Source: an optimization exercise on an open RTL-to-GDS flow (aim: small area, a short achievable clock period and few clock cycles per item). Production flows keep margins and buffers that such runs may drop.
Function was checked by simulation only, so behaviour that the tests miss may differ from the original.
No activity file was given, so power comes from the tool's default toggle rates.

==> design/flow/design.v <==
`timescale 1ns / 1ps
package olr_pkg;
  localparam int X_BITS     = 10;
  localparam int COUNT_BITS = 12;
  localparam int Y_W        = 32;
  localparam int RES_W      = 32;
  localparam int SX_W  = X_BITS + COUNT_BITS;         
  localparam int SXX_W = 2 * X_BITS + COUNT_BITS;     
  localparam int SY_W  = Y_W + COUNT_BITS;            
  localparam int SXY_W = Y_W + X_BITS + COUNT_BITS;   
  localparam int D_W  = SXX_W + COUNT_BITS;           
  localparam int NS_W = 66;
  localparam int NO_W = 76;
  localparam int U_W = 23;
  localparam int A_W = 33;
  localparam int B_W = 54;
  localparam int SLOT   = 9;
  localparam int SLOT_W = 4;
endpackage
`timescale 1ns / 1ps
import olr_pkg::*;
module olr_div (
  input  logic                 clk,
  input  logic                 load,
  input  logic                 step,
  input  logic                 first,
  input  logic                 neg_in,
  input  logic [D_W+32:0]      mag,
  input  logic [D_W-1:0]       den,
  input  logic [D_W+1:0]       den3,
  output logic                 neg,
  output logic                 sat,
  output logic [31:0]          q
);
  localparam int R_W = D_W + 2;     
  logic               neg_r;
  logic               sat_r;
  logic [R_W-1:0]     rem_r;
  logic [31:0]        lo_r;
  logic [R_W-1:0]     r4;
  logic [R_W:0]       t1, t2, t3;
  logic               ge1, ge2, ge3;
  logic [D_W-1:0]     rem_sel;
  logic [1:0]         qd;
  logic               sat0;
  assign r4  = {rem_r[D_W-1:0], lo_r[31:30]};
  assign t1  = {1'b0, r4} - {3'b000, den};
  assign t2  = {1'b0, r4} - {2'b00, den, 1'b0};
  assign t3  = {1'b0, r4} - {1'b0, den3};
  assign ge1 = !t1[R_W];
  assign ge2 = !t2[R_W];
  assign ge3 = !t3[R_W];
  assign sat0 = rem_r >= R_W'(den);
  always_comb begin
    if (ge3) begin
      rem_sel = t3[D_W-1:0];
      qd      = 2'd3;
    end else if (ge2) begin
      rem_sel = t2[D_W-1:0];
      qd      = 2'd2;
    end else if (ge1) begin
      rem_sel = t1[D_W-1:0];
      qd      = 2'd1;
    end else begin
      rem_sel = r4[D_W-1:0];
      qd      = 2'd0;
    end
  end
  always_ff @(posedge clk) begin
    if (load) begin
      neg_r <= neg_in;
      sat_r <= 1'b0;
      rem_r <= mag[D_W+32:31];
      lo_r  <= {mag[30:0], 1'b0};
    end else if (step) begin
      if (first) sat_r <= sat0;
      rem_r <= R_W'(rem_sel);
      lo_r  <= {lo_r[29:0], qd};
    end
  end
  assign neg = neg_r;
  assign sat = sat_r;
  assign q   = lo_r;
endmodule
`timescale 1ns / 1ps
import olr_pkg::*;
module olr_add3 #(
  parameter int W = 8
) (
  input  logic [W-1:0] a,
  input  logic [W-1:0] b,
  input  logic [W-1:0] c,
  input  logic         cin0,
  input  logic         cin1,
  output logic [W-1:0] s
);
  logic [W-1:0] x, k;
  logic [W:0]   w;
  assign x = a ^ b ^ c;
  assign k = {((a[W-2:0] & b[W-2:0]) | (a[W-2:0] & c[W-2:0]) | (b[W-2:0] & c[W-2:0])), cin0};
  assign w = {x, 1'b1} + {k, cin1};
  assign s = w[W:1];
endmodule
module olr_dp (
  input  logic                             clk,
  input  logic                             rst_n,
  input  logic [SLOT_W-1:0]                slot_c,
  input  logic                             last,
  input  logic                             adv,
  output logic                             dv,
  output logic                             out_full_n,
  input  logic                             in_valid,
  output logic                             in_ready,
  input  logic [X_BITS-1:0]                x_coord,
  input  logic signed [Y_W-1:0]            y_value,
  output logic                             out_valid,
  input  logic                             out_ready,
  output logic signed [RES_W-1:0]          slope_value,
  output logic signed [RES_W-1:0]          offset_value,
  output logic                             fit_valid,
  output logic [COUNT_BITS-1:0]            points_seen,
  output logic                             point_dropped
);
  logic [COUNT_BITS-1:0]   n_r;
  logic [SX_W-1:0]         sx_r;
  logic signed [SY_W-1:0]  sy_r;
  logic [SXX_W-1:0]        sxx_r;
  logic signed [SXY_W-1:0] sxy_r;
  logic [D_W-33:0]         d_hi;
  logic [NS_W-33:0]        ns_hi;
  logic [NO_W-33:0]        no_hi;
  logic [31:0]             d_lo, ns_lo, no_lo;
  logic [D_W-1:0]          d_r;
  logic signed [NS_W-1:0]  ns_r;
  logic signed [NO_W-1:0]  no_r;
  assign d_r  = {d_hi, d_lo};
  assign ns_r = {ns_hi, ns_lo};
  assign no_r = {no_hi, no_lo};
  logic                        xv_r;
  logic [2:0]                  xc_r;
  logic [X_BITS-1:0]           x_r;
  logic signed [Y_W-1:0]       y_r;
  logic [1:0]                  xd_r;     
  logic [COUNT_BITS+9:0]       pn_r;     
  logic [SX_W+9:0]             psx_r;    
  logic signed [SY_W+9:0]      psy_r;    
  logic signed [Y_W+9:0]       pxy_r;    
  logic [2*X_BITS-1:0]         pxx_r;    
  logic xstep, xdone, xfer, drop, accept;
  logic [2:0] xc_nx;
  assign xc_nx  = xc_r + 3'd1;
  assign accept = in_valid && !xv_r;
  assign xstep  = xv_r && (xc_r != 3'd5);
  assign xdone  = xv_r && (xc_r == 3'd5);
  assign xfer   = adv && xdone;
  assign drop   = n_r == {COUNT_BITS{1'b1}};
  logic [COUNT_BITS+1:0] pn_t;
  logic [SX_W+1:0]       psx_t;
  logic [SY_W+1:0]       psy_t;
  logic [Y_W+1:0]        pxy_t;
  logic [X_BITS+1:0]     pxx_t;
  olr_add3 #(.W(COUNT_BITS+2)) u_pn (
    .a    ((COUNT_BITS+2)'(pn_r[COUNT_BITS+9:10])),
    .b    (xd_r[0] ? (COUNT_BITS+2)'(n_r) : '0),
    .c    (xd_r[1] ? (COUNT_BITS+2)'(n_r) << 1 : '0),
    .cin0 (1'b0), .cin1 (1'b0), .s (pn_t));
  olr_add3 #(.W(SX_W+2)) u_psx (
    .a    ((SX_W+2)'(psx_r[SX_W+9:10])),
    .b    (xd_r[0] ? (SX_W+2)'(sx_r) : '0),
    .c    (xd_r[1] ? (SX_W+2)'(sx_r) << 1 : '0),
    .cin0 (1'b0), .cin1 (1'b0), .s (psx_t));
  olr_add3 #(.W(SY_W+2)) u_psy (
    .a    ((SY_W+2)'($signed(psy_r[SY_W+9:10]))),
    .b    (xd_r[0] ? (SY_W+2)'(sy_r) : '0),
    .c    (xd_r[1] ? (SY_W+2)'(sy_r) << 1 : '0),
    .cin0 (1'b0), .cin1 (1'b0), .s (psy_t));
  olr_add3 #(.W(Y_W+2)) u_pxy (
    .a    ((Y_W+2)'($signed(pxy_r[Y_W+9:10]))),
    .b    (xd_r[0] ? (Y_W+2)'(y_r) : '0),
    .c    (xd_r[1] ? (Y_W+2)'(y_r) << 1 : '0),
    .cin0 (1'b0), .cin1 (1'b0), .s (pxy_t));
  olr_add3 #(.W(X_BITS+2)) u_pxx (
    .a    ((X_BITS+2)'(pxx_r[2*X_BITS-1:10])),
    .b    (xd_r[0] ? (X_BITS+2)'(x_r) : '0),
    .c    (xd_r[1] ? (X_BITS+2)'(x_r) << 1 : '0),
    .cin0 (1'b0), .cin1 (1'b0), .s (pxx_t));
  logic rdy_r;
  always_ff @(posedge clk) begin
    if (!rst_n) begin
      xv_r  <= 1'b0;
      rdy_r <= 1'b1;
    end else if (accept) begin
      xv_r  <= 1'b1;
      rdy_r <= 1'b0;
    end else if (xfer) begin
      xv_r  <= 1'b0;
      rdy_r <= 1'b1;
    end
  end
  assign in_ready = rdy_r;
  always_ff @(posedge clk) begin
    if (accept) begin
      x_r   <= x_coord;
      y_r   <= y_value;
      xc_r  <= 3'd0;
      xd_r  <= x_coord[1:0];
      pn_r  <= '0;
      psx_r <= '0;
      psy_r <= '0;
      pxy_r <= '0;
      pxx_r <= '0;
    end else if (xstep) begin
      xc_r  <= xc_nx;
      xd_r  <= (xc_r == 3'd4) ? 2'b00 : x_r[2*xc_nx +: 2];
      pn_r  <= {pn_t, pn_r[9:2]};
      psx_r <= {psx_t, psx_r[9:2]};
      psy_r <= {psy_t, psy_r[9:2]};
      pxy_r <= {pxy_t, pxy_r[9:2]};
      pxx_r <= {pxx_t, pxx_r[9:2]};
    end
  end
  logic signed [U_W-1:0] u_nx;
  logic signed [A_W-1:0] a_nx;
  logic signed [B_W-1:0] b_nx;
  assign u_nx = $signed({1'b0, pn_r}) - $signed({1'b0, sx_r});
  assign a_nx = $signed({1'b0, sxx_r}) - $signed({1'b0, psx_r});
  assign b_nx = B_W'(psy_r) - B_W'(sxy_r);
  always_ff @(posedge clk) begin
    if (!rst_n) begin
      n_r   <= '0;
      sx_r  <= '0;
      sy_r  <= '0;
      sxx_r <= '0;
      sxy_r <= '0;
    end else if (xfer && !drop) begin
      n_r   <= n_r + 1'b1;
      sx_r  <= sx_r + SX_W'(x_r);
      sy_r  <= sy_r + SY_W'(y_r);
      sxx_r <= sxx_r + SXX_W'(pxx_r);
      sxy_r <= sxy_r + SXY_W'(pxy_r);
    end
  end
  logic                      yv_r;
  logic signed [U_W-1:0]     u_r;
  logic signed [A_W-1:0]     a_r;
  logic signed [B_W-1:0]     b_r;
  logic [Y_W-1:0]            yy_r;      
  logic [11:0]               yx_r;      
  logic signed [U_W:0]       accu_r;    
  logic signed [A_W:0]       acca_r;    
  logic signed [B_W:0]       accxb_r;   
  logic signed [U_W:0]       accxu_r;   
  logic [1:0]                cd_r, cn_r, co_r;
  logic                      drop_y;
  logic ystep;
  assign ystep = yv_r && !slot_c[3];
  function automatic logic [2:0] booth(input logic b2, input logic b1, input logic b0);
    booth[2] = b2 && !(b1 && b0);
    booth[1] = b1 ^ b0;
    booth[0] = (b2 && !b1 && !b0) || (!b2 && b1 && b0);
  endfunction
  logic [2:0] ydl_r, ydh_r, xdl_r, xdh_r;    
  function automatic logic [U_W+4:0] ppl_u(input logic [2:0] d, input logic signed [U_W-1:0] m);
    logic [U_W+4:0] v;
    v = (d[1] ? (U_W+5)'(m) : '0) | (d[0] ? (U_W+5)'(m) << 1 : '0);
    ppl_u = v ^ {(U_W+5){d[2]}};
  endfunction
  function automatic logic [U_W+4:0] pph_u(input logic [2:0] d, input logic signed [U_W-1:0] m);
    logic [U_W+4:0] v;
    v = (d[1] ? (U_W+5)'(m) : '0) | (d[0] ? (U_W+5)'(m) << 1 : '0);
    v = v ^ {(U_W+5){d[2]}};
    pph_u = {v[U_W+2:0], d[2], d[2]};
  endfunction
  function automatic logic [A_W+4:0] ppl_a(input logic [2:0] d, input logic signed [A_W-1:0] m);
    logic [A_W+4:0] v;
    v = (d[1] ? (A_W+5)'(m) : '0) | (d[0] ? (A_W+5)'(m) << 1 : '0);
    ppl_a = v ^ {(A_W+5){d[2]}};
  endfunction
  function automatic logic [A_W+4:0] pph_a(input logic [2:0] d, input logic signed [A_W-1:0] m);
    logic [A_W+4:0] v;
    v = (d[1] ? (A_W+5)'(m) : '0) | (d[0] ? (A_W+5)'(m) << 1 : '0);
    v = v ^ {(A_W+5){d[2]}};
    pph_a = {v[A_W+2:0], d[2], d[2]};
  endfunction
  function automatic logic [B_W+4:0] ppl_b(input logic [2:0] d, input logic signed [B_W-1:0] m);
    logic [B_W+4:0] v;
    v = (d[1] ? (B_W+5)'(m) : '0) | (d[0] ? (B_W+5)'(m) << 1 : '0);
    ppl_b = v ^ {(B_W+5){d[2]}};
  endfunction
  function automatic logic [B_W+4:0] pph_b(input logic [2:0] d, input logic signed [B_W-1:0] m);
    logic [B_W+4:0] v;
    v = (d[1] ? (B_W+5)'(m) : '0) | (d[0] ? (B_W+5)'(m) << 1 : '0);
    v = v ^ {(B_W+5){d[2]}};
    pph_b = {v[B_W+2:0], d[2], d[2]};
  endfunction
  logic [U_W+4:0] tu, txu;
  logic [A_W+4:0] ta;
  logic [B_W+4:0] txb;
  olr_add3 #(.W(U_W+5)) u_tu (
    .a ((U_W+5)'(accu_r)), .b (ppl_u(ydl_r, u_r)), .c (pph_u(ydh_r, u_r)),
    .cin0 (ydl_r[2]), .cin1 (ydh_r[2]), .s (tu));
  olr_add3 #(.W(U_W+5)) u_txu (
    .a ((U_W+5)'(accxu_r)), .b (ppl_u(xdl_r, u_r)), .c (pph_u(xdh_r, u_r)),
    .cin0 (xdl_r[2]), .cin1 (xdh_r[2]), .s (txu));
  olr_add3 #(.W(A_W+5)) u_ta (
    .a ((A_W+5)'(acca_r)), .b (ppl_a(ydl_r, a_r)), .c (pph_a(ydh_r, a_r)),
    .cin0 (ydl_r[2]), .cin1 (ydh_r[2]), .s (ta));
  olr_add3 #(.W(B_W+5)) u_txb (
    .a ((B_W+5)'(accxb_r)), .b (ppl_b(xdl_r, b_r)), .c (pph_b(xdh_r, b_r)),
    .cin0 (xdl_r[2]), .cin1 (xdh_r[2]), .s (txb));
  logic [5:0] sd, sn, so;
  logic [3:0] a_bits, nb_bits;
  assign a_bits  = a_r[4*slot_c[2:0] +: 4];
  assign nb_bits = ~b_r[4*slot_c[2:0] +: 4];
  assign sd = 6'(d_lo[3:0]) + 6'(txu[3:0]) + 6'(a_bits) + 6'(cd_r);
  assign sn = 6'(ns_lo[3:0]) + 6'(tu[3:0]) + 6'(nb_bits) + 6'(cn_r);
  assign so = 6'(no_lo[3:0]) + 6'(ta[3:0]) + 6'(txb[3:0]) + 6'(co_r);
  always_ff @(posedge clk) begin
    if (xfer) begin
      u_r     <= drop ? '0 : u_nx;
      a_r     <= drop ? '0 : a_nx;
      b_r     <= drop ? '0 : b_nx;
      yy_r    <= drop ? '0 : y_r;
      yx_r    <= drop ? '0 : {2'b00, x_r};
      ydl_r   <= drop ? '0 : booth(y_r[1], y_r[0], 1'b0);
      ydh_r   <= drop ? '0 : booth(y_r[3], y_r[2], y_r[1]);
      xdl_r   <= drop ? '0 : booth(x_r[1], x_r[0], 1'b0);
      xdh_r   <= drop ? '0 : booth(x_r[3], x_r[2], x_r[1]);
      drop_y  <= drop;
      accu_r  <= '0;
      acca_r  <= '0;
      accxb_r <= '0;
      accxu_r <= '0;
      cd_r    <= 2'd0;
      cn_r    <= 2'd1;
      co_r    <= 2'd0;
    end else if (ystep) begin
      accu_r  <= (U_W+1)'($signed(tu) >>> 4);
      acca_r  <= (A_W+1)'($signed(ta) >>> 4);
      accxu_r <= (U_W+1)'($signed(txu) >>> 4);
      accxb_r <= (B_W+1)'($signed(txb) >>> 4);
      yy_r    <= {4'b0000, yy_r[Y_W-1:4]};
      yx_r    <= {4'b0000, yx_r[11:4]};
      ydl_r   <= booth(yy_r[5], yy_r[4], yy_r[3]);
      ydh_r   <= booth(yy_r[7], yy_r[6], yy_r[5]);
      xdl_r   <= (slot_c < SLOT_W'(2)) ? booth(yx_r[5], yx_r[4], yx_r[3]) : 3'b000;
      xdh_r   <= (slot_c < SLOT_W'(2)) ? booth(yx_r[7], yx_r[6], yx_r[5]) : 3'b000;
      cd_r    <= sd[5:4];
      cn_r    <= sn[5:4];
      co_r    <= so[5:4];
    end
  end
  always_ff @(posedge clk) begin
    if (!rst_n) begin
      yv_r <= 1'b0;
    end else if (adv) begin
      yv_r <= xdone;
    end
  end
  localparam int DH = D_W - 32;
  localparam int SH = NS_W - 32;
  localparam int OH = NO_W - 32;
  logic [DH-1:0] dh_n;
  logic [SH-1:0] sh_n;
  logic [OH-1:0] oh_n;
  olr_add3 #(.W(DH)) u_dh (
    .a (d_hi), .b (DH'(accxu_r)), .c ({DH{a_r[A_W-1]}}),
    .cin0 (|cd_r), .cin1 (cd_r[1]), .s (dh_n));
  olr_add3 #(.W(SH)) u_sh (
    .a (ns_hi), .b (SH'(accu_r)), .c (SH'($signed(~b_r[B_W-1:32]))),
    .cin0 (|cn_r), .cin1 (cn_r[1]), .s (sh_n));
  olr_add3 #(.W(OH)) u_oh (
    .a (no_hi), .b (OH'(acca_r)), .c (OH'(accxb_r)),
    .cin0 (|co_r), .cin1 (co_r[1]), .s (oh_n));
  always_ff @(posedge clk) begin
    if (!rst_n) begin
      d_hi  <= '0;
      ns_hi <= '0;
      no_hi <= '0;
      d_lo  <= '0;
      ns_lo <= '0;
      no_lo <= '0;
    end else if (ystep) begin
      d_lo  <= {sd[3:0], d_lo[31:4]};
      ns_lo <= {sn[3:0], ns_lo[31:4]};
      no_lo <= {so[3:0], no_lo[31:4]};
    end else if (adv && yv_r) begin
      d_hi  <= dh_n;
      ns_hi <= sh_n;
      no_hi <= oh_n;
    end
  end
  logic                  cur_r;
  logic                  v0_r, v1_r, fv_r;
  logic                  drop0_r, drop1_r;
  logic                  c0_r, dfirst;
  logic [D_W-1:0]        den_r  [2];
  logic [D_W+1:0]        den3_r [2];
  logic [1:0]            dload, dstep, dfst;
  logic                  fin;
  always_ff @(posedge clk) begin
    if (!rst_n) begin
      c0_r   <= 1'b0;
      dfirst <= 1'b0;
    end else begin
      c0_r   <= adv;
      dfirst <= c0_r;
    end
  end
  always_ff @(posedge clk) begin
    if (!rst_n) begin
      cur_r <= 1'b0;
      v0_r  <= 1'b0;
      v1_r  <= 1'b0;
      fv_r  <= 1'b0;
    end else if (adv) begin
      cur_r <= !cur_r;
      v0_r  <= yv_r;
      v1_r  <= v0_r;
      fv_r  <= v1_r;
    end
  end
  always_ff @(posedge clk) begin
    if (adv) begin
      drop0_r <= drop_y;
      drop1_r <= drop0_r;
    end
  end
  assign fin = fv_r && c0_r;
  assign dv  = v1_r;
  localparam int MAG_W = D_W + 33;
  logic [MAG_W-1:0] mag_s, mag_o;
  logic [D_W+1:0]   d3;
  logic [NS_W-1:0]  ns_abs;
  logic [NO_W-1:0]  no_abs;
  assign ns_abs = ns_r[NS_W-1] ? NS_W'(-ns_r) : NS_W'(ns_r);
  assign no_abs = no_r[NO_W-1] ? NO_W'(-no_r) : NO_W'(no_r);
  assign mag_s  = MAG_W'(ns_abs);
  assign mag_o  = MAG_W'(no_abs);
  assign d3     = {2'b00, d_r} + {1'b0, d_r, 1'b0};
  logic [31:0] q_s [2];
  logic [31:0] q_o [2];
  logic [1:0]  neg_s, neg_o, sat_s, sat_o;
  for (genvar p = 0; p < 2; p++) begin : g_pair
    logic ph0;
    assign ph0      = cur_r == 1'(p);
    assign dload[p] = ph0 && v0_r && c0_r;
    assign dstep[p] = ph0 ? (v0_r && !c0_r && (!last || adv)) : (v1_r && !last);
    assign dfst[p]  = ph0 && dfirst;
    always_ff @(posedge clk) begin
      if (dload[p]) begin
        den_r[p]  <= d_r;
        den3_r[p] <= d3;
      end
    end
    olr_div u_div_slope (
      .clk    (clk),
      .load   (dload[p]),
      .step   (dstep[p]),
      .first  (dfst[p]),
      .neg_in (ns_r[NS_W-1]),
      .mag    (mag_s),
      .den    (den_r[p]),
      .den3   (den3_r[p]),
      .neg    (neg_s[p]),
      .sat    (sat_s[p]),
      .q      (q_s[p])
    );
    olr_div u_div_offset (
      .clk    (clk),
      .load   (dload[p]),
      .step   (dstep[p]),
      .first  (dfst[p]),
      .neg_in (no_r[NO_W-1]),
      .mag    (mag_o),
      .den    (den_r[p]),
      .den3   (den3_r[p]),
      .neg    (neg_o[p]),
      .sat    (sat_o[p]),
      .q      (q_o[p])
    );
  end
  function automatic logic [RES_W-1:0] round_q(input logic [31:0] q, input logic neg,
                                               input logic sat);
    logic [32:0] q_inc;
    logic [31:0] q_dec;
    logic [31:0] rq;
    q_inc = {1'b0, q} + 33'd1;
    q_dec = q - 32'd1;
    rq    = q_inc[32:1];
    if (neg) round_q = (sat || q == '0) ? {sat, {(RES_W-1){1'b0}}} : {1'b1, ~q_dec[31:1]};
    else     round_q = (sat || rq[31]) ? {1'b0, {(RES_W-1){1'b1}}} : rq;
  endfunction
  logic                    ov_r;
  logic                    ovn_r;    
  logic signed [RES_W-1:0] slope_r, offset_r;
  logic                    fit_r;
  logic [COUNT_BITS-1:0]   seen_r;
  logic                    drop_r;
  logic                    fit;
  logic [D_W-1:0]          den_f;
  logic signed [RES_W-1:0] slope_f, offset_f;
  assign den_f    = cur_r ? den_r[1] : den_r[0];
  assign slope_f  = round_q(q_s[cur_r], neg_s[cur_r], sat_s[cur_r]);
  assign offset_f = round_q(q_o[cur_r], neg_o[cur_r], sat_o[cur_r]);
  assign fit      = den_f != '0;
  always_ff @(posedge clk) begin
    if (!rst_n) begin
      ov_r  <= 1'b0;
      ovn_r <= 1'b1;
    end else if (fin) begin
      ov_r  <= 1'b1;
      ovn_r <= 1'b0;
    end else if (out_ready) begin
      ov_r  <= 1'b0;
      ovn_r <= 1'b1;
    end
  end
  always_ff @(posedge clk) begin
    if (adv && v1_r) begin
      seen_r <= n_r - COUNT_BITS'(v0_r && !drop0_r) - COUNT_BITS'(yv_r && !drop_y);
      drop_r <= drop1_r;
    end
    if (fin) begin
      fit_r    <= fit;
      slope_r  <= fit ? slope_f : '0;
      offset_r <= fit ? offset_f : '0;
    end
  end
  assign out_valid     = ov_r;
  assign out_full_n    = ovn_r;
  assign slope_value   = slope_r;
  assign offset_value  = offset_r;
  assign fit_valid     = fit_r;
  assign points_seen   = seen_r;
  assign point_dropped = drop_r;
endmodule
`timescale 1ns / 1ps
import olr_pkg::*;
module olr_ctrl (
  input  logic              clk,
  input  logic              rst_n,
  input  logic              out_full_n,
  input  logic              dv,
  output logic [SLOT_W-1:0] slot_c,
  output logic              last,
  output logic              adv
);
  logic [SLOT_W-1:0] c_r;
  logic              last_r;
  assign last = last_r;
  assign adv  = last_r && !(dv && !out_full_n);
  always_ff @(posedge clk) begin
    if (!rst_n) begin
      c_r    <= '0;
      last_r <= 1'b0;
    end else if (!last_r) begin
      c_r    <= c_r + 1'b1;
      last_r <= c_r == SLOT_W'(SLOT - 2);
    end else if (adv) begin
      c_r    <= '0;
      last_r <= 1'b0;
    end
  end
  assign slot_c = c_r;
endmodule
`timescale 1ns / 1ps
import olr_pkg::*;
module online_linear_regression_fit (
  input  logic                             clk,
  input  logic                             rst_n,
  input  logic                             in_valid,
  output logic                             in_ready,
  input  logic [olr_pkg::X_BITS-1:0]       in_x_coord,
  input  logic signed [olr_pkg::Y_W-1:0]   in_y_value,
  output logic                             out_valid,
  input  logic                             out_ready,
  output logic signed [olr_pkg::RES_W-1:0] out_slope_value,
  output logic signed [olr_pkg::RES_W-1:0] out_offset_value,
  output logic                             out_fit_valid,
  output logic [olr_pkg::COUNT_BITS-1:0]   out_points_seen,
  output logic                             out_point_dropped
);
  logic [SLOT_W-1:0] slot_c;
  logic              adv;
  logic              last;
  logic              dv;
  logic              out_full_n;
  olr_ctrl u_ctrl (
    .clk       (clk),
    .rst_n     (rst_n),
    .out_full_n(out_full_n),
    .dv        (dv),
    .slot_c    (slot_c),
    .last      (last),
    .adv       (adv)
  );
  olr_dp u_dp (
    .clk           (clk),
    .rst_n         (rst_n),
    .slot_c        (slot_c),
    .last          (last),
    .adv           (adv),
    .dv            (dv),
    .out_full_n    (out_full_n),
    .in_valid      (in_valid),
    .in_ready      (in_ready),
    .x_coord       (in_x_coord),
    .y_value       (in_y_value),
    .out_valid     (out_valid),
    .out_ready     (out_ready),
    .slope_value   (out_slope_value),
    .offset_value  (out_offset_value),
    .fit_valid     (out_fit_valid),
    .points_seen   (out_points_seen),
    .point_dropped (out_point_dropped)
  );
endmodule
==> design/flow/run.sh <==
#!/bin/bash
# synth_recipe.tcl (not shown) runs the flow's synth.tcl, then flattens the netlist and writes it again
# the make line also repeats each setting of config.mk as NAME=value (left out here)
make -C /OpenROAD-flow-scripts/flow DESIGN_CONFIG=/design/flow/config.mk WORK_HOME=/design/flow/orfs CLKGATE_MAP_FILE= SYNTH_SCRIPT=/design/flow/synth_recipe.tcl finish
==> design/flow/config.mk <==
export PLATFORM = sky130hd
export DESIGN_NAME = online_linear_regression_fit
export DESIGN_NICKNAME = online_linear_regression_fit
export VERILOG_FILES = /design/flow/design.v
export SDC_FILE = /design/flow/constraint.sdc
export NUM_CORES = 4
export LEC_CHECK = 0
export CAP_MARGIN = 20
export CORE_MARGIN = 2
export CORE_UTILIZATION = 40
export SETUP_SLACK_MARGIN = 4.5
export SLEW_MARGIN = 20
==> design/flow/constraint.sdc <==
create_clock -name core_clock -period 9.0 [get_ports {clk}]
set_input_delay 1.8000 -clock core_clock [delete_from_list [all_inputs] [get_ports {clk}]]
set_output_delay 1.8000 -clock core_clock [all_outputs]
set_load 0.01 [all_outputs]
==> results of run 1 <==
## sequential cells by signal, summed over array words and instances, names as in the netlist, 32 cells and up
register / cells
u_dp.psy_r: 54
u_dp.den3_r: 92
u_dp.slope_r: 32
u_dp.pxy_r: 42
u_dp.g_pair.u_div_slope.rem_r: 88
u_dp.offset_r: 32
u_dp.sxx_r: 32
u_dp.ns_lo: 32
u_dp.sxy_r: 54
u_dp.g_pair.u_div_offset.lo_r: 64
u_dp.no_hi: 44
u_dp.g_pair.u_div_slope.lo_r: 64
u_dp.a_r: 33
u_dp.accxb_r: 55
u_dp.g_pair.u_div_offset.rem_r: 90
u_dp.acca_r: 34
u_dp.den_r: 86
u_dp.no_lo: 32
u_dp.d_lo: 32
u_dp.psx_r: 32
u_dp.sy_r: 44
u_dp.b_r: 54
u_dp.y_r: 32
u_dp.ns_hi: 34
## cell usage after synthesis, types with 628 or more instances
cell type	number	area share, %
edfxtp_1	749	16
xnor2_1	927	5.8
a21oi_1	1482	5.3
ha_1	1403	12
o21ai_0	1241	4.4
nand2_1	1797	4.8
inv_1	931	2.5
xor2_1	628	3.9
a21o_1	767	4.1
clkbuf_1	658	1.8
nor2_1	849	2.3
dfxtp_1	708	10
## stage by stage
step	power (mW)	instances
6_report	22.6	21567
5_1_grt	23.8	21561
4_1_cts	22.2	21412
3_5_place_dp	14.1	20930
3_3_place_gp	14.1	20928
2_1_floorplan	12.5	16796
## power groups by stage
stage / logic, mW / registers (mW) / clock network (mW)
after floorplan: 4.79 / 7.71 / 0
after global placement: 6.08 / 7.98 / 0
after detailed placement: 6.12 / 7.98 / 0
after CTS: 6.50 / 7.84 / 7.87
after global routing: 7.77 / 7.87 / 8.11
final: 6.99 / 7.83 / 7.76
## worst max-delay path: cells and delay by family (launching register included)
kind                     cells  cell delay (ns)
AO/OA/AOI/OAI                2             0.49
XOR/XNOR                     1             0.19
adder cells (fa/ha/maj)      1             0.16
buffers and inverters        3             0.45
flip-flops                   1             0.31
AND/OR/NAND/NOR              8             2.75
## final timing paths
check / start / end / cells past startpoint
worst max register to register: u_dp.ns_lo[1]$_SDFFE_PN0P_ / u_dp.g_pair[1].u_div_slope.rem_r[29]$_DFFE_PP_ / 15
worst min-delay path: u_dp.drop1_r$_DFFE_PP_ / u_dp.drop_r$_DFFE_PP_ / 0
worst max-delay path: u_dp.ns_lo[1]$_SDFFE_PN0P_ / u_dp.g_pair[1].u_div_slope.rem_r[29]$_DFFE_PP_ / 15
worst min register to register: u_dp.drop1_r$_DFFE_PP_ / u_dp.drop_r$_DFFE_PP_ / 0
## layer usage
layer / part of all wire [%] / routed length [um]
met2: 46 / 229000
met3: 6.2 / 31100
met4: 6.1 / 30500
met5: 0.0078 / 39
met1: 42 / 211000
## cells by family after synthesis
family	synth area share, %
AND/OR/NAND/NOR	16.2
flip-flops	26.0
adder cells (fa/ha/maj)	18.0
XOR/XNOR	9.69
buffers and inverters	4.55
AO/OA/AOI/OAI	24.2
multiplexers	1.31
## repair_timing
action | in CTS | in global routing
pin swaps | 117 | 228
gates cloned | 18 | 20
hold buffers | 0 | 0
resized for setup | 488 | 488
buffers inserted | 130 | 120
setup endpoints to repair | 491 | 370
## cell type report
type / count / area (um2)
antenna: 14 / 35.0
clock buffer: 238 / 5100
clock inverter: 96 / 978
fill: 34116 / 189000
inverter: 937 / 3580
multi-input combinational: 13642 / 102000
sequential: 1457 / 36700
tap: 4599 / 5750
timing repair buffer: 584 / 6380
==> impl_results.md, run 1 <==
- Slowest-stage cell, CP: or4_4
- Via density: 5.85
- Max stage delay on crit path: 0.51 ns
- CP max FO: 5
- Commonest cells after routing, fill and taps aside: nand2_1, a21oi_1, ha_1, o21ai_0, inv_1
- Worst-margin pin slew: 1.18 ns
- Starting Density: 40.3%
- Drt total wl: 501,000 um
- Period utilization: 52.5%
- Setup TNS: 0 ns
- Die Y: 597 um
- FF-to-FF setup slack: 4.27 ns
- Syn Nets: 18,635
- Detail Placement HPWL: 376,000 um
- GR peak layer: met2
- DRT iter0 DRCs: 10,346
- Internal power: 14.8 mW
- EDFF count, synth: 749
- Mapped cell area: 141,000 um2
- Antenna violations before repair: 34
- Synthesized instance count: 16,796
- Status: complete, no violations
- Row Count: 217
- Largest net degree at the start of global routing: 198
- Worst slew margin: 20.6%
- Power density over the cells: 141 nW/um2
- RD Place Congestion: 0.968
- Worst setup slack after layout: 4.27 ns
- Final Instance Area: 160,000 um2
- Final #Nets: 18,648
- Final Setup Violations: 0
- Combinational Power Share: 31.0%
- Core area: 350,000 um2
- Post-DP Area: 147,000 um2
- Grt ovf: 0
- Final min period: 4.73 ns
- Final slew viol count: 0
- Clock Sinks: 1,457
- Worst-path cell chain: buf_6 > clkinvlp_4 > ha_4 > or3b_4 > or4_4 > or4_4 > or3_4 > nor2_2 > nand2_1 > or4_4 > or2_4 > o41a_1 > xnor2_4 > buf_12 > o221ai_2
- Clk latency of the worst-skew pair: 0.91 ns
- Fin util: 45.9%
- Reg clk slew, reported paths: 0.06 ns
- Switching Share: 34.3%
- Crit. End Element: flop
- Synthesized flop and latch total: 1,457
- Startpoint class of the critical path: flop
- Pre-CTS WS: 2.88 ns
- Drt wl/cell: 23.2 um
- CP required: 9.58 ns
- Ports: 126
- Reg power frac: 34.7%
- Crit path kind: flop to flop
- Vias after detailed routing: 126,208
- Final ANT Viol Nets: 0
- Clk pwr share: 34.4%
- Synth warn: 9
- RSZ-0062 raised after global routing: true
- Highest Clock Rate: 0.212 GHz
- DRC Markers: 0
- Distinct cells, synth: 92
- Pre-antenna DRT Iters: 9
- Crit-path most repeated cell: or4_4
- Max_cap viols: 0
- Async set-reset flop share out of synthesis: 0%
- Switching component of the power: 7.73 mW
- Met2 GRT Util: 44.0%
- Die ar.: 357,000 um2
- Register area share after synthesis: 26.0%
- GRT Util Overall: 26.8%
- Area grow syn2layout: 13.9%
- Vias in the first global route: 120,741
- Worst Hold Class: flop to flop
- Setup Skew: 0.0810 ns
- First-pass GRT wire length: 741,000 um
- Leakage power: 68.7 nW
- GR Util met1: 34.4%
- Ys flop type: edfxtp_1
- Number of CTS-inserted buffers: 187
- Clock root cell: clkbuf_16
- # H-tree levels: 4
- Max IR drop VDD: 0.162 mV
- Bufs on Longest Clock Path: 4
- CTS tree: yes
- Met3 Use GR: 3.56%
- Final hold viol count: 0
- Die width: 597 um
- Commonest non-fill, non-tap cell in the layout: nand2_1
- Worst EP arrival: 5.31 ns
- PortBufs: 125
- Hold WS: 0.425 ns
- Share of cells above drive strength 1: 9.15%
- Mean Syn Cell Area: 8.38 um2
Testbench counts, summed over its fixed seeds: cycles 9,332, items 1,024.
==> run 2, diff against run 1 <==
--- a/design/flow/config.mk
+++ b/design/flow/config.mk
@@ -9,4 +9,4 @@
 export CORE_MARGIN = 2
-export CORE_UTILIZATION = 40
-export SETUP_SLACK_MARGIN = 4.5
+export CORE_UTILIZATION = 50
+export SETUP_SLACK_MARGIN = 4
 export SLEW_MARGIN = 20
==> run 2 against run 1 <==
Sequential cell count is the same; sequential power is essentially flat; synthesized cell count is the same; first-iteration DRC count shrank 10%; highest routed layer unchanged.
==> impl_results.md, run 2 <==
- Area grow syn2layout: 8.99%
- Antenna violations before repair: 30 (-12%)
- # H-tree levels: 4 (unchanged)
- DRC Markers: 0 (unchanged)
- Setup Skew: 0.0860 ns (+0.00504 ns)
- Row Count: 194 (-11%)
- Detail Placement HPWL: 380,000 um (+1.1%)
- Power density over the cells: 143 nW/um2 (+1.8%)
- Top flop regs: u_dp.den3_r (92), u_dp.g_pair.u_div_offset.rem_r (90), u_dp.g_pair.u_div_slope.rem_r (88)
- Post-DP Area: 146,000 um2 (-0.81%)
- Top cells by count, synth: nand2_1, a21oi_1, ha_1, o21ai_0, inv_1
- Total power: 22.0 mW (-2.6%)
- Hold WS: 0.423 ns (-0.00263 ns)
- Highest Clock Rate: 0.201 GHz (-4.9%)
- Storage cell area: 36,700 um2 (-0.13%)
- Bufs on Longest Clock Path: 4 (unchanged)
- Share of cells above drive strength 1: 5.06% (-4.1 points)
- EDFF count, synth: 749 (unchanged)
- DRT iter0 DRCs: 9,276 (-10%)
- Final hold viol count: 0 (unchanged)
- RSZ-0062 raised after global routing: true
- Fill count: 26,581 (-22%)
- Area leader, netlist: edfxtp_1
- Drt total wl: 486,000 um (-2.9%)
- Final Setup Violations: 0 (unchanged)
- Mapped cell area: 141,000 um2 (unchanged)
- Die Y: 535 um (-10%)
- CP required: 9.57 ns (about the same)
- Setup TNS: 0 ns (unchanged)
- Ports: 126 (unchanged)
- Grt ovf: 0 (unchanged)
- Drt wl/cell: 23.8 um (+2.2%)
- RD Place Congestion: 1.04 (+7.2%)
- Commonest non-fill, non-tap cell in the layout: nand2_1
- CP max FO: 39 (+34)
- Syn Nets: 18,635 (unchanged)
- Number of CTS-inserted buffers: 191 (+2.1%)
- Final slew viol count: 0 (unchanged)
- Mean Syn Cell Area: 8.38 um2 (unchanged)
- Worst slew margin: 17.3% (-3.3 points)
- Max IR drop VDD: 0.189 mV (+17%)
- Startpoint class of the critical path: flop
- Clock Sinks: 1,457 (unchanged)
- Vias in the first global route: 119,075 (-1.4%)
- Pre-antenna DRT Iters: 8 (-1)
- Biggest register: u_dp.den3_r
- Status: complete, no violations
- Synthesized instance count: 16,796 (unchanged)
- Vias after detailed routing: 123,715 (-2.0%)
- Reg clk slew, reported paths: 0.06 ns (about the same)
- Worst EP arrival: 5.54 ns (+0.23 ns)
- Final Instance Area: 153,000 um2 (-4.3%)
- Leakage power: 66.8 nW (-2.8%)
- Die ar.: 286,000 um2 (-20%)
- Clock root cell: clkbuf_16
- Period utilization: 55.2% (+2.7 points)
- Ys flop type: edfxtp_1
- Final min period: 4.97 ns (+0.245 ns)
- Crit path kind: flop to flop
- Starting Density: 50.3% (+10 points)
- Largest net degree at the start of global routing: 189 (-4.5%)
- First-pass GRT wire length: 732,000 um (-1.3%)
- Synth warn: 9 (unchanged)
- Crit. End Element: flop
- CTS Hold Buffers Added: 0 (unchanged)
- Async set-reset flop share out of synthesis: 0% (unchanged)
- Worst Hold Class: flop to flop
- Synthesized flop and latch total: 1,457 (unchanged)
- Area of the multi-input gates: 98,800 um2 (-3.0%)
- Die width: 535 um (-10%)
- Max_cap viols: 0 (unchanged)
- Area share of the largest cell type after synthesis: 16.0% (unchanged)
- Final ANT Viol Nets: 0 (unchanged)
- PortBufs: 125 (unchanged)
- Via density: 6.04 (+3.2%)
- Distinct cells, synth: 92 (unchanged)
- Worst-margin pin slew: 1.23 ns (+0.0510 ns)
- Largest cells by area after synthesis: edfxtp_1, ha_1, dfxtp_1
- Commonest cells after routing, fill and taps aside: nand2_1, a21oi_1, ha_1, o21ai_0, inv_1
- GRT Util Overall: 33.1% (+6.3 points)
- Final #Nets: 18,422 (-1.2%)
- Max reg flops: 92 (unchanged)
- CTS tree: yes
- Clk latency of the worst-skew pair: 0.92 ns (about the same)
- Register area share after synthesis: 26.0% (unchanged)
- Count leader, synth: nand2_1
- Core area: 280,000 um2 (-20%)
==> run 2: cell counts after synthesis <==
Identical to the previous run, type by type.
==> run 2: where the power goes <==
group          internal [mW]  switching [mW]
combinational           2.67            3.61
sequential              7.30           0.533
clock                   4.64            3.26
total                   14.6            7.40
==> run 2: cell families (layout without fill, tap and decap cells) <==
logic type	Yosys count	count (layout)	share of synthesized area (%)
mux	159	159	1.31
other cells	0	20	0
simple gates	4754	4754	16.2
compound gates	5379	5380	24.2
buf+inv	1698	1635	4.55
fa+ha+maj	1793	1793	18.0
flops	1457	1457	26.0
xor+xnor	1556	1556	9.69
==> run 2: area by class of cell <==
type | count | area share (%)
antenna | 20 | 0.0326
clock buffer | 243 | 3.42
clock inverter | 101 | 0.692
inverter | 937 | 2.32
multi-input combinational | 13642 | 64.4
sequential | 1457 | 23.9
tap | 3724 | 3.04
timing repair buffer | 354 | 2.21
==> run 2: metrics by stage <==
stage	std cells	setup WS [ns]	util [%]
floorplan	16796	4.00	-
global placement	20050	3.08	52.0
detailed placement	20054	3.04	52.1
CTS	20429	3.86	54.5
global route	20466	3.86	54.9
finish	20478	4.03	54.9
==> run 2: repair_timing <==
item                                    in CTS  in global routing
endpoints found under the setup margin     242                219
cloned                                       2                  1
gates resized for setup                     85                134
pin swaps                                   11                 23
buffers inserted                            29                 28
==> run 2: worst max-delay path: stages, from the launching register on <==
cell	delay, ns
edfxtp_1	0.52
inv_1	0.12
ha_1	0.29
fa_1	0.40
nand2b_1	0.20
a21oi_1	0.25
o31a_1	0.22
a21oi_1	0.09
buf_4	0.18
a211oi_4	0.35
a211o_1	0.33
a21oi_1	0.23
o21ai_4	0.20
buf_4	0.19
buf_12	0.22
mux2_2	0.36
nor2_1	0.09
a211oi_1	0.06
a211oi_1	0.26
a21oi_1	0.07
==> run 2: worst paths after layout <==
path                                                                     start                                             end  slack, ns  cells past startpoint
worst max-delay path            u_dp.g_pair[1].u_div_offset.lo_r[30]$_DFFE_PP_  u_dp.g_pair[1].u_div_offset.rem_r[9]$_DFFE_PP_       4.03                     19
worst min-delay path                                    u_dp.drop1_r$_DFFE_PP_                           u_dp.drop_r$_DFFE_PP_       0.42                      0
worst max register to register  u_dp.g_pair[1].u_div_offset.lo_r[30]$_DFFE_PP_  u_dp.g_pair[1].u_div_offset.rem_r[9]$_DFFE_PP_       4.03                     19
worst min register to register                          u_dp.drop1_r$_DFFE_PP_                           u_dp.drop_r$_DFFE_PP_       0.42                      0
==> run 2: metal layers <==
metal / share of wire [%] / up-vias / track usage, % / wire (um)
li1: - / 60066 / - / -
met1: 41 / 59162 / 40.3 / 200000
met2: 47 / 3471 / 55.7 / 227000
met3: 5.4 / 1004 / 4.37 / 26400
met4: 6.8 / 12 / 19.8 / 33300
met5: 0.017 / - / 0 / 83
==> run 3, diff against run 2 <==
--- a/design/flow/config.mk
+++ b/design/flow/config.mk
@@ -9,4 +9,4 @@
 export CORE_MARGIN = 2
-export CORE_UTILIZATION = 50
-export SETUP_SLACK_MARGIN = 4
+export CORE_UTILIZATION = 45
+export SETUP_SLACK_MARGIN = 4.5
 export SLEW_MARGIN = 20
==> run 3 against run 2 <==
Design area is 4.2% higher; clock skew is 0.028 ns lower; critical endpoint is now u_dp.accxb_r[42]$_SDFFE_PP0P_; sequential power hardly changed; power is 3.0% higher; setup slack better by 0.31 ns; cell count is 3.1% higher; synthesized area stayed put; sequential cell count stayed put; utilization is 3.6 points lower; clock power is 2% lower.
==> impl_results.md, run 3 <==
- Starting Density: 45.2% (-5.2 points)
- Biggest register: u_dp.den3_r
- R2R cell count: 21 (+2)
- Final Instance Area: 160,000 um2 (+4.2%)
- Die Y: 563 um (+5.4%)
- Ports: 126 (unchanged)
- Crit path kind: flop to flop
- Final cell count without fillers: 21,110 (+3.1%)
- EDFF count, synth: 749 (unchanged)
- CP required: 9.74 ns (+0.17 ns)
- Mean Syn Cell Area: 8.38 um2 (unchanged)
- DRT iter0 DRCs: 10,489 (+13%)
- Area leader, netlist: edfxtp_1
- Synthesized instance count: 16,796 (unchanged)
- Distinct cells, synth: 92 (unchanged)
- GRT Util Overall: 30.1% (-3.0 points)
- FF-to-FF setup slack: 4.33 ns (+0.31 ns)
- End of the worst register-to-register path: u_dp.accxb_r[42]$_SDFFE_PP0P_
- Worst EP arrival: 5.41 ns (-0.13 ns)
- CTS Hold Buffers Added: 0 (unchanged)
- PortBufs: 125 (unchanged)
- Area of the multi-input gates: 102,000 um2 (+3.1%)
- Grt ovf: 0 (unchanged)
- Top flop regs: u_dp.den3_r (92), u_dp.g_pair.u_div_offset.rem_r (90), u_dp.g_pair.u_div_slope.rem_r (88)
- Max IR drop VDD: 0.199 mV (+5.0%)
- Commonest non-fill, non-tap cell in the layout: nand2_1
- Final Setup Violations: 0 (unchanged)
- Setup TNS: 0 ns (unchanged)
- Via density: 5.96 (-1.3%)
- Commonest cells after routing, fill and taps aside: nand2_1, a21oi_1, ha_1, o21ai_0, xnor2_1
- Clock root cell: clkbuf_16
- CP max FO: 7 (-82%)
- Max reg flops: 92 (unchanged)
- Die width: 563 um (+5.4%)
- Leakage power: 68.6 nW (+2.7%)
- Cell count after placement: 20,464 (+2.0%)
- Ys flop type: edfxtp_1
- Synth warn: 9 (unchanged)
- Pre-antenna DRT Iters: 7 (-1)
- Synthesized flop and latch total: 1,457 (unchanged)
- First-pass GRT wire length: 739,000 um (+0.99%)
- Area grow syn2layout: 13.6%
- Final min period: 4.67 ns (-0.306 ns)
- Detail Placement HPWL: 371,000 um (-2.2%)
- Drt total wl: 501,000 um (+2.9%)
- Largest cells by area after synthesis: edfxtp_1, ha_1, dfxtp_1
- Setup Skew: 0.0583 ns (-0.0278 ns)
- Period utilization: 51.8% (-3.4 points)
- Critical path endpoint: u_dp.accxb_r[42]$_SDFFE_PP0P_
- Bufs on Longest Clock Path: 4 (unchanged)
- Vias after detailed routing: 125,825 (+1.7%)
- Final slew viol count: 0 (unchanged)
- Async set-reset flop share out of synthesis: 0% (unchanged)
- Startpoint class of the critical path: flop
- DRC Markers: 0 (unchanged)
- Share of cells above drive strength 1: 9.11% (+4.1 points)
- Drt wl/cell: 23.7 um (-0.19%)
- Clock Sinks: 1,457 (unchanged)
- Final hold viol count: 0 (unchanged)
- Worst Hold Class: flop to flop
- RSZ-0062 raised after global routing: true
- Fin util: 51.3% (-3.6 points)
- Area share of the largest cell type after synthesis: 16.0% (unchanged)
- Number of CTS-inserted buffers: 183 (-4.2%)
- Worst-margin pin slew: 1.23 ns (+0.000736 ns)
- Largest net degree at the start of global routing: 191 (+1.1%)
- Worst setup path startpoint: u_dp.xdl_r[1]$_DFFE_PP_
- Total power: 22.7 mW (+3.0%)
- CTS tree: yes
- Post-DP Area: 146,000 um2 (+0.38%)
- Crit. End Element: flop
- Storage cell area: 36,700 um2 (+0.12%)
- Register area share after synthesis: 26.0% (unchanged)
- Max_cap viols: 0 (unchanged)
- Clk latency of the worst-skew pair: 0.91 ns (about the same)
- RD Place Congestion: 1.02 (-2.1%)
- Row Count: 205 (+5.7%)
- Mapped cell area: 141,000 um2 (unchanged)
- Top cells by count, synth: nand2_1, a21oi_1, ha_1, o21ai_0, inv_1
- Die ar.: 317,000 um2 (+11%)
- Final ANT Viol Nets: 0 (unchanged)
- Status: complete, no violations
- Core area: 312,000 um2 (+11%)
- # H-tree levels: 4 (unchanged)
- Antenna violations before repair: 33 (+10%)
- Syn Nets: 18,635 (unchanged)
- Highest Clock Rate: 0.214 GHz (+6.6%)
- Final #Nets: 18,641 (+1.2%)
- Reg clk slew, reported paths: 0.06 ns (about the same)
- Fill count: 29,617 (+11%)
- Worst slew margin: 17.2% (-0.15 points)
- Count leader, synth: nand2_1
- Vias in the first global route: 120,352 (+1.1%)
- Worst reg2reg startpoint: u_dp.xdl_r[1]$_DFFE_PP_
- Power density over the cells: 142 nW/um2 (-1.2%)
[run 3: cell counts after synthesis]
Identical to the previous run, type by type.
[run 3: layer usage]
metal	track usage [%]	vias to the layer above	wire length [um]
met1	38.0	60199	207000
met5	0	-	112
li1	-	60505	-
met2	49.7	4056	230000
met3	3.92	1049	31100
met4	16.7	16	32900
[run 3: cell families after synthesis]
kind of cell / Yosys count / share of synthesized area (%)
AO/OA/AOI/OAI: 5379 / 24.2
XOR/XNOR: 1556 / 9.69
adder cells (fa/ha/maj): 1793 / 18.0
buffers and inverters: 1698 / 4.55
flip-flops: 1457 / 26.0
multiplexers: 159 / 1.31
AND/OR/NAND/NOR: 4754 / 16.2
[run 3: final cells by class]
cell class / instances / area share, %
Clock buffer: 251 / 3.18
Multi-Input combinational cell: 13643 / 63.7
Inverter: 937 / 2.24
Sequential cell: 1457 / 23.0
Timing Repair Buffer: 580 / 3.99
Antenna cell: 15 / 0.0235
Clock inverter: 87 / 0.633
Tap cell: 4140 / 3.24
[run 3: where the power goes]
part	switching [mW]	total, mW	leakage [nW]	internal (mW)
clock network	3.27	7.74	2.96	4.47
registers	0.520	7.82	12.6	7.30
logic	3.98	7.09	53.1	3.11
total	7.77	22.7	68.6	14.9
[run 3: what timing repair did]
item	CTS	global route
endpoints found under the setup margin	407	323
resized for setup	487	505
buffers inserted	136	116
gates cloned	24	17
pin swaps	119	242
[run 3: worst min path at each step]
stage / slack, ns / cells after the start / end / from
floorplan: 0.40 / 0 / u_dp.drop_r$_DFFE_PP_ / u_dp.drop1_r$_DFFE_PP_
global placement: 0.42 / 0 / u_dp.drop_r$_DFFE_PP_ / u_dp.drop1_r$_DFFE_PP_
detailed placement: 0.42 / 0 / u_dp.drop_r$_DFFE_PP_ / u_dp.drop1_r$_DFFE_PP_
CTS: 0.43 / 0 / u_dp.drop_r$_DFFE_PP_ / u_dp.drop1_r$_DFFE_PP_
global route: 0.44 / 0 / u_dp.drop_r$_DFFE_PP_ / u_dp.drop1_r$_DFFE_PP_
finish: 0.43 / 0 / u_dp.drop_r$_DFFE_PP_ / u_dp.drop1_r$_DFFE_PP_
[run 3: critical path, stage by stage, from the launching register on]
cell,delay [ns]
edfxtp_1,0.41
buf_12,0.18
buf_16,0.16
a22oi_2,0.22
xnor2_2,0.11
fa_1,0.59
ha_4,0.22
a2111oi_4,0.32
buf_4,0.18
o21ai_4,0.06
a211oi_4,0.34
buf_4,0.18
nor3_2,0.04
nand2b_4,0.17
a31o_4,0.25
a41oi_4,0.24
nor3b_2,0.09
a21o_1,0.22
a21oi_2,0.17
o21ai_1,0.09
xnor2_1,0.18
o22ai_1,0.08
[run 3: through the flow]
step	hold WS [ns]	setup slack, ns
6_report	0.432	4.33
3_5_place_dp	0.418	3.21
3_3_place_gp	0.415	3.22
4_1_cts	0.431	4.31
5_1_grt	0.435	4.17
2_1_floorplan	0.400	4.50
==> run 4, diff against run 3 <==
--- a/design/flow/design.v
+++ b/design/flow/design.v
@@ -144,5 +144,5 @@
   logic [COUNT_BITS+9:0]       pn_r;     
-  logic [SX_W+9:0]             psx_r;    
-  logic signed [SY_W+9:0]      psy_r;    
-  logic signed [Y_W+9:0]       pxy_r;    
+  logic signed [A_W+9:0]      pa_r;     
+  logic signed [B_W+10:0]     pnb_r;    
+  logic signed [B_W+10:0]     pxy_r;    
   logic [2*X_BITS-1:0]         pxx_r;    
@@ -157,5 +157,4 @@
   logic [COUNT_BITS+1:0] pn_t;
-  logic [SX_W+1:0]       psx_t;
-  logic [SY_W+1:0]       psy_t;
-  logic [Y_W+1:0]        pxy_t;
+  logic [A_W+1:0]        pa_t;
+  logic [B_W+2:0]        pnb_t, pxy_t;
   logic [X_BITS+1:0]     pxx_t;
@@ -166,16 +165,16 @@
     .cin0 (1'b0), .cin1 (1'b0), .s (pn_t));
-  olr_add3 #(.W(SX_W+2)) u_psx (
-    .a    ((SX_W+2)'(psx_r[SX_W+9:10])),
-    .b    (xd_r[0] ? (SX_W+2)'(sx_r) : '0),
-    .c    (xd_r[1] ? (SX_W+2)'(sx_r) << 1 : '0),
-    .cin0 (1'b0), .cin1 (1'b0), .s (psx_t));
-  olr_add3 #(.W(SY_W+2)) u_psy (
-    .a    ((SY_W+2)'($signed(psy_r[SY_W+9:10]))),
-    .b    (xd_r[0] ? (SY_W+2)'(sy_r) : '0),
-    .c    (xd_r[1] ? (SY_W+2)'(sy_r) << 1 : '0),
-    .cin0 (1'b0), .cin1 (1'b0), .s (psy_t));
-  olr_add3 #(.W(Y_W+2)) u_pxy (
-    .a    ((Y_W+2)'($signed(pxy_r[Y_W+9:10]))),
-    .b    (xd_r[0] ? (Y_W+2)'(y_r) : '0),
-    .c    (xd_r[1] ? (Y_W+2)'(y_r) << 1 : '0),
+  olr_add3 #(.W(A_W+2)) u_pa (
+    .a    ((A_W+2)'($signed(pa_r[A_W+9:10]))),
+    .b    (~(xd_r[0] ? (A_W+2)'(sx_r) : '0)),
+    .c    (~(xd_r[1] ? (A_W+2)'(sx_r) << 1 : '0)),
+    .cin0 (1'b1), .cin1 (1'b1), .s (pa_t));
+  olr_add3 #(.W(B_W+3)) u_pnb (
+    .a    ((B_W+3)'($signed(pnb_r[B_W+10:10]))),
+    .b    (~(xd_r[0] ? (B_W+3)'(sy_r) : '0)),
+    .c    (~(xd_r[1] ? (B_W+3)'(sy_r) << 1 : '0)),
+    .cin0 (1'b1), .cin1 (1'b1), .s (pnb_t));
+  olr_add3 #(.W(B_W+3)) u_pxy (
+    .a    ((B_W+3)'($signed(pxy_r[B_W+10:10]))),
+    .b    (xd_r[0] ? (B_W+3)'(y_r) : '0),
+    .c    (xd_r[1] ? (B_W+3)'(y_r) << 1 : '0),
     .cin0 (1'b0), .cin1 (1'b0), .s (pxy_t));
@@ -207,5 +206,5 @@
       pn_r  <= '0;
-      psx_r <= '0;
-      psy_r <= '0;
-      pxy_r <= '0;
+      pa_r  <= {(A_W)'(sxx_r), 10'd0};
+      pnb_r <= {(B_W+1)'(sxy_r), 10'd0};
+      pxy_r <= {(B_W+1)'(sxy_r), 10'd0};
       pxx_r <= '0;
@@ -215,4 +214,4 @@
       pn_r  <= {pn_t, pn_r[9:2]};
-      psx_r <= {psx_t, psx_r[9:2]};
-      psy_r <= {psy_t, psy_r[9:2]};
+      pa_r  <= {pa_t, pa_r[9:2]};
+      pnb_r <= {pnb_t, pnb_r[9:2]};
       pxy_r <= {pxy_t, pxy_r[9:2]};
@@ -225,4 +224,4 @@
   assign u_nx = $signed({1'b0, pn_r}) - $signed({1'b0, sx_r});
-  assign a_nx = $signed({1'b0, sxx_r}) - $signed({1'b0, psx_r});
-  assign b_nx = B_W'(psy_r) - B_W'(sxy_r);
+  assign a_nx = pa_r[A_W-1:0];
+  assign b_nx = pnb_r[B_W-1:0];      
   always_ff @(posedge clk) begin
@@ -239,3 +238,3 @@
       sxx_r <= sxx_r + SXX_W'(pxx_r);
-      sxy_r <= sxy_r + SXY_W'(pxy_r);
+      sxy_r <= pxy_r[SXY_W-1:0];
     end
@@ -245,3 +244,3 @@
   logic signed [A_W-1:0]     a_r;
-  logic signed [B_W-1:0]     b_r;
+  logic signed [B_W-1:0]     b_r;       
   logic [Y_W-1:0]            yy_r;      
@@ -295,2 +294,5 @@
   endfunction
+  logic [2:0] xdl_nb, xdh_nb;
+  assign xdl_nb = {!xdl_r[2], xdl_r[1:0]};
+  assign xdh_nb = {!xdh_r[2], xdh_r[1:0]};
   logic [U_W+4:0] tu, txu;
@@ -308,4 +310,4 @@
   olr_add3 #(.W(B_W+5)) u_txb (
-    .a ((B_W+5)'(accxb_r)), .b (ppl_b(xdl_r, b_r)), .c (pph_b(xdh_r, b_r)),
-    .cin0 (xdl_r[2]), .cin1 (xdh_r[2]), .s (txb));
+    .a ((B_W+5)'(accxb_r)), .b (ppl_b(xdl_nb, b_r)), .c (pph_b(xdh_nb, b_r)),
+    .cin0 (xdl_nb[2]), .cin1 (xdh_nb[2]), .s (txb));
   logic [5:0] sd, sn, so;
@@ -313,3 +315,3 @@
   assign a_bits  = a_r[4*slot_c[2:0] +: 4];
-  assign nb_bits = ~b_r[4*slot_c[2:0] +: 4];
+  assign nb_bits = b_r[4*slot_c[2:0] +: 4];
   assign sd = 6'(d_lo[3:0]) + 6'(txu[3:0]) + 6'(a_bits) + 6'(cd_r);
@@ -334,3 +336,3 @@
       cd_r    <= 2'd0;
-      cn_r    <= 2'd1;
+      cn_r    <= 2'd0;
       co_r    <= 2'd0;
@@ -369,3 +371,3 @@
   olr_add3 #(.W(SH)) u_sh (
-    .a (ns_hi), .b (SH'(accu_r)), .c (SH'($signed(~b_r[B_W-1:32]))),
+    .a (ns_hi), .b (SH'(accu_r)), .c (SH'($signed(b_r[B_W-1:32]))),
     .cin0 (|cn_r), .cin1 (cn_r[1]), .s (sh_n));
--- a/design/flow/config.mk
+++ b/design/flow/config.mk
@@ -9,4 +9,4 @@
 export CORE_MARGIN = 2
-export CORE_UTILIZATION = 45
-export SETUP_SLACK_MARGIN = 4.5
+export CORE_UTILIZATION = 40
+export SETUP_SLACK_MARGIN = 4
 export SLEW_MARGIN = 20
==> run 4 against run 3 <==
The layout now fails its checks (capacitance limit, slew limit); clock power is 4.5% higher; combinational power grew 17%; clock skew is 0.015 ns higher; critical path depth fell by 9.
==> impl_results.md, run 4 <==
- Status: finished with violations
- Layout Check Fails: capacitance limit, slew limit
- Switching Share: 35.5% (+1.2 points)
- DRT iter0 DRCs: 11,182 (+6.6%)
- Final hold viol count: 0 (unchanged)
- Area grow syn2layout: 10.2%
- Mean Syn Cell Area: 8.48 um2 (+1.2%)
- Reg clk slew, reported paths: 0.06 ns (about the same)
- Clk latency of the worst-skew pair: 0.94 ns (+0.03 ns)
- GR Util met1: 35.5% (-2.4 points)
- RSZ-0062 raised after global routing: true
- Starting Density: 40.2% (-5.0 points)
- Row Count: 216 (+5.4%)
- Startpoint class of the critical path: flop
- Distinct cells, synth: 99 (+7.6%)
- Drt wl/cell: 23.2 um (-2.2%)
- CP required: 9.65 ns (-0.09 ns)
- Vias after detailed routing: 122,757 (-2.4%)
- RD Place Congestion: 0.958 (-5.7%)
- CTS tree: yes
- Number of CTS-inserted buffers: 191 (+4.4%)
- Ports: 126 (unchanged)
- Clk pwr share: 32.8% (-1.4 points)
- Worst slew margin: -22.0% (-39 points)
- DRC Markers: 0 (unchanged)
- Switching component of the power: 8.76 mW (+13%)
- Syn Nets: 18,189 (-2.4%)
- Die width: 594 um (+5.4%)
- Met3 Use GR: 2.77% (-1.1 points)
- Detail Placement HPWL: 376,000 um (+1.3%)
- Die Y: 594 um (+5.4%)
- Internal power: 15.9 mW (+6.8%)
- Worst EP arrival: 5.64 ns (+0.23 ns)
- Power density over the cells: 161 nW/um2 (+13%)
- Grt ovf: 0 (unchanged)
- Commonest cells after routing, fill and taps aside: nand2_1, a21oi_1, ha_1, o21ai_0, inv_1
- Final ANT Viol Nets: 0 (unchanged)
- EDFF count, synth: 891 (+19%)
- Final Setup Violations: 0 (unchanged)
- Antenna violations before repair: 18 (-45%)
- Clock Sinks: 1,502 (+3.1%)
- Pre-antenna DRT Iters: 6 (-1)
- Hold path depth: 0 (unchanged)
- Max IR drop VDD: 0.162 mV (-18%)
- Combinational Power Share: 33.5% (+2.2 points)
- Area leader, netlist: edfxtp_1
- Max_cap viols: 1 (+1)
- Crit. End Element: flop
- Core area: 346,000 um2 (+11%)
- Leakage power: 63.8 nW (-7.1%)
- Worst setup slack after layout: 4.01 ns (-0.322 ns)
- PortBufs: 125 (unchanged)
- GRT Util Overall: 26.5% (-3.6 points)
- Share of cells above drive strength 1: 5.20% (-3.9 points)
- Area share of the largest cell type after synthesis: 19.2% (+3.2 points)
- Largest cells by area after synthesis: edfxtp_1, ha_1, dfxtp_1
- Top cells by count, synth: nand2_1, a21oi_1, ha_1, o21ai_0, inv_1
- First-pass GRT wire length: 726,000 um (-1.8%)
- Commonest non-fill, non-tap cell in the layout: nand2_1
- Highest Clock Rate: 0.200 GHz (-6.4%)
- Final min period: 4.99 ns (+0.322 ns)
- Ys flop type: edfxtp_1
- Synthesized flop and latch total: 1,502 (+3.1%)
- Max reg flops: 92 (unchanged)
- Synthesized instance count: 16,423 (-2.2%)
- Mapped cell area: 139,000 um2 (-1.1%)
- Setup TNS: 0 ns (unchanged)
- Die ar.: 353,000 um2 (+11%)
- Via density: 5.84 (-2.1%)
- Synth warn: 9 (unchanged)
- Final slew viol count: 9 (+9)
- Met2 GRT Util: 42.9% (-6.9 points)
- Period utilization: 55.4% (+3.6 points)
- Reg power frac: 33.7% (-0.8 points)
- Worst Hold Class: flop to flop
- Vias in the first global route: 114,179 (-5.1%)
- # H-tree levels: 4 (unchanged)
- Async set-reset flop share out of synthesis: 0% (unchanged)
- Fill count: 34,266 (+16%)
- Largest net degree at the start of global routing: 165 (-14%)
- Worst-margin pin slew: 1.81 ns (+0.579 ns)
- Final #Nets: 18,050 (-3.2%)
- Pre-CTS WS: 2.39 ns (-0.817 ns)
- Clock root cell: clkbuf_16
- Drt total wl: 488,000 um (-2.6%)
- GR peak layer: met2
- Count leader, synth: nand2_1
- R2R cell count: 12 (-43%)
- Bufs on Longest Clock Path: 4 (unchanged)
- CP max FO: 7 (unchanged)
- Setup Skew: 0.0736 ns (+0.0153 ns)
- Top flop regs: u_dp.den3_r (92), u_dp.g_pair.u_div_offset.rem_r (90), u_dp.g_pair.u_div_slope.rem_r (88)
- Register area share after synthesis: 28.0% (+2.0 points)
- Crit path kind: flop to flop
- Biggest register: u_dp.den3_r
-- run 4: changes by cell type after synthesis, moves of 62 or more --
| cell | before | now |
|---|---|---|
| nand2_1 | 1797 | 1911 |
| a21o_1 | 767 | 643 |
| a211oi_1 | 163 | 243 |
| dfxtp_1 | 708 | 611 |
| inv_1 | 931 | 1003 |
| clkbuf_1 | 658 | 584 |
| a21oi_1 | 1482 | 1661 |
| and2_1 | 472 | 224 |
| ha_1 | 1403 | 1301 |
| a21boi_0 | 182 | 49 |
| xor2_1 | 628 | 545 |
| nor2_1 | 849 | 911 |
| o21ai_0 | 1241 | 1085 |
| edfxtp_1 | 749 | 891 |
-- run 4: final cells by class --
type | count | area (um2) | share of cell area, %
diodes | 8 | 20.0 | 0.0130
clock buffers | 256 | 5390 | 3.51
clock inverters | 100 | 1040 | 0.677
inverters | 1009 | 3840 | 2.50
multi-input cells | 13187 | 94700 | 61.7
flip-flops and latches | 1502 | 39000 | 25.4
well taps | 4578 | 5730 | 3.73
repair buffers | 393 | 3770 | 2.46
-- run 4: power groups by stage --
stage          registers [mW]  logic (mW)  clock network (mW)
2_1_floorplan            8.19        6.06                   0
3_3_place_gp             8.45        7.77                   0
3_5_place_dp             8.46        7.83                   0
4_1_cts                  8.31        8.00                8.24
5_1_grt                  8.35        9.24                8.48
6_report                 8.31        8.26                8.09
-- run 4: critical path, cell delays in order (launching register included) --
cell	delay, ns
dfxtp_1	0.47
nor4_1	0.61
nand2_1	0.28
or3b_1	0.58
nor3_2	0.42
nand2b_1	0.24
nand2b_1	0.31
nand2b_1	0.36
o31ai_1	0.35
xor2_1	0.68
nor2_1	0.14
a31oi_1	0.18
o21ai_0	0.10
-- run 4: final timing paths --
check	startpoint	endpoint	slack [ns]
min reg2reg	u_dp.drop_y$_DFFE_PP_	u_dp.drop0_r$_DFFE_PP_	0.44
max	u_dp.ns_lo[2]$_SDFFE_PN0P_	u_dp.g_pair[0].u_div_slope.rem_r[29]$_DFFE_PP_	4.01
min	u_dp.drop_y$_DFFE_PP_	u_dp.drop0_r$_DFFE_PP_	0.44
max reg2reg	u_dp.ns_lo[2]$_SDFFE_PN0P_	u_dp.g_pair[0].u_div_slope.rem_r[29]$_DFFE_PP_	4.01
-- run 4: routing by layer --
metal / vias to the layer above / wire length (um)
met5: - / 46
met4: 6 / 25700
met3: 785 / 29600
met2: 3769 / 221000
met1: 59196 / 211000
li1: 59001 / -
-- run 4: what timing repair did --
item                                    CTS  global route
endpoints found under the setup margin  297           268
hold buffers                              0             0
pin swaps                                 7            25
buffers inserted                         34            39
hold endpoints to repair                  0             0
gates resized for setup                  76           144
gates cloned                              3             3
-- run 4: kinds of logic after synthesis --
family	synth area share, %
flip-flops	28.0
adder cells (fa/ha/maj)	17.7
AO/OA/AOI/OAI	23.6
XOR/XNOR	9.05
multiplexers	1.27
buffers and inverters	4.75
AND/OR/NAND/NOR	15.6
-- run 4: metrics by stage --
stage                     hold WS (ns)  utilization (%)  area, um2  total power [mW]  instances
after detailed placement         0.417             42.0     145000              16.3      20590
after global placement           0.410             42.0     145000              16.2      20590
after CTS                        0.442             44.0     152000              24.5      20983
after floorplan                  0.400                -     139000              14.3      16423
after global routing             0.451             44.3     153000              26.1      21028
final                            0.439             44.3     153000              24.7      21033
Testbench counts of run 4, summed over its fixed seeds: cycles 9,332, items 1,024.

## what the ideal ports hide
In the flow no input, the clock included, has a driving cell. The finished layouts below were timed again as built, in two steps.
Step 1 sets driving cells, clkbuf_16 on the clock port and buf_2 on the other inputs (assumed; they add their load-dependent delay and slew).
Step 2 adds t to the input delays and takes it off the output delays; t is the mean of the earliest and latest rising clock arrival at the registers after step 1. Input paths then give back, and output paths get back, about the clock's delay inside the block.
Slacks: ideal ports / drivers / drivers and shift; pairs: ideal ports / drivers.
run	shift t [ns]	setup WS [ns]	worst data-port slew with drivers (ns)	cell pins on the clock port's net
run 1	0.978	4.273 / 4.273 / 4.273	0.13	1
run 2	0.977	4.028 / 4.028 / 4.028	0.10	1
run 3	0.994	4.334 / 4.334 / 4.334	0.10	1
run 4	1.009	4.012 / 4.012 / 3.612	0.07	1
For run 4, which loses most, drivers alone change the setup slack by 0.000 ns; drivers and shift together by -0.400 ns.
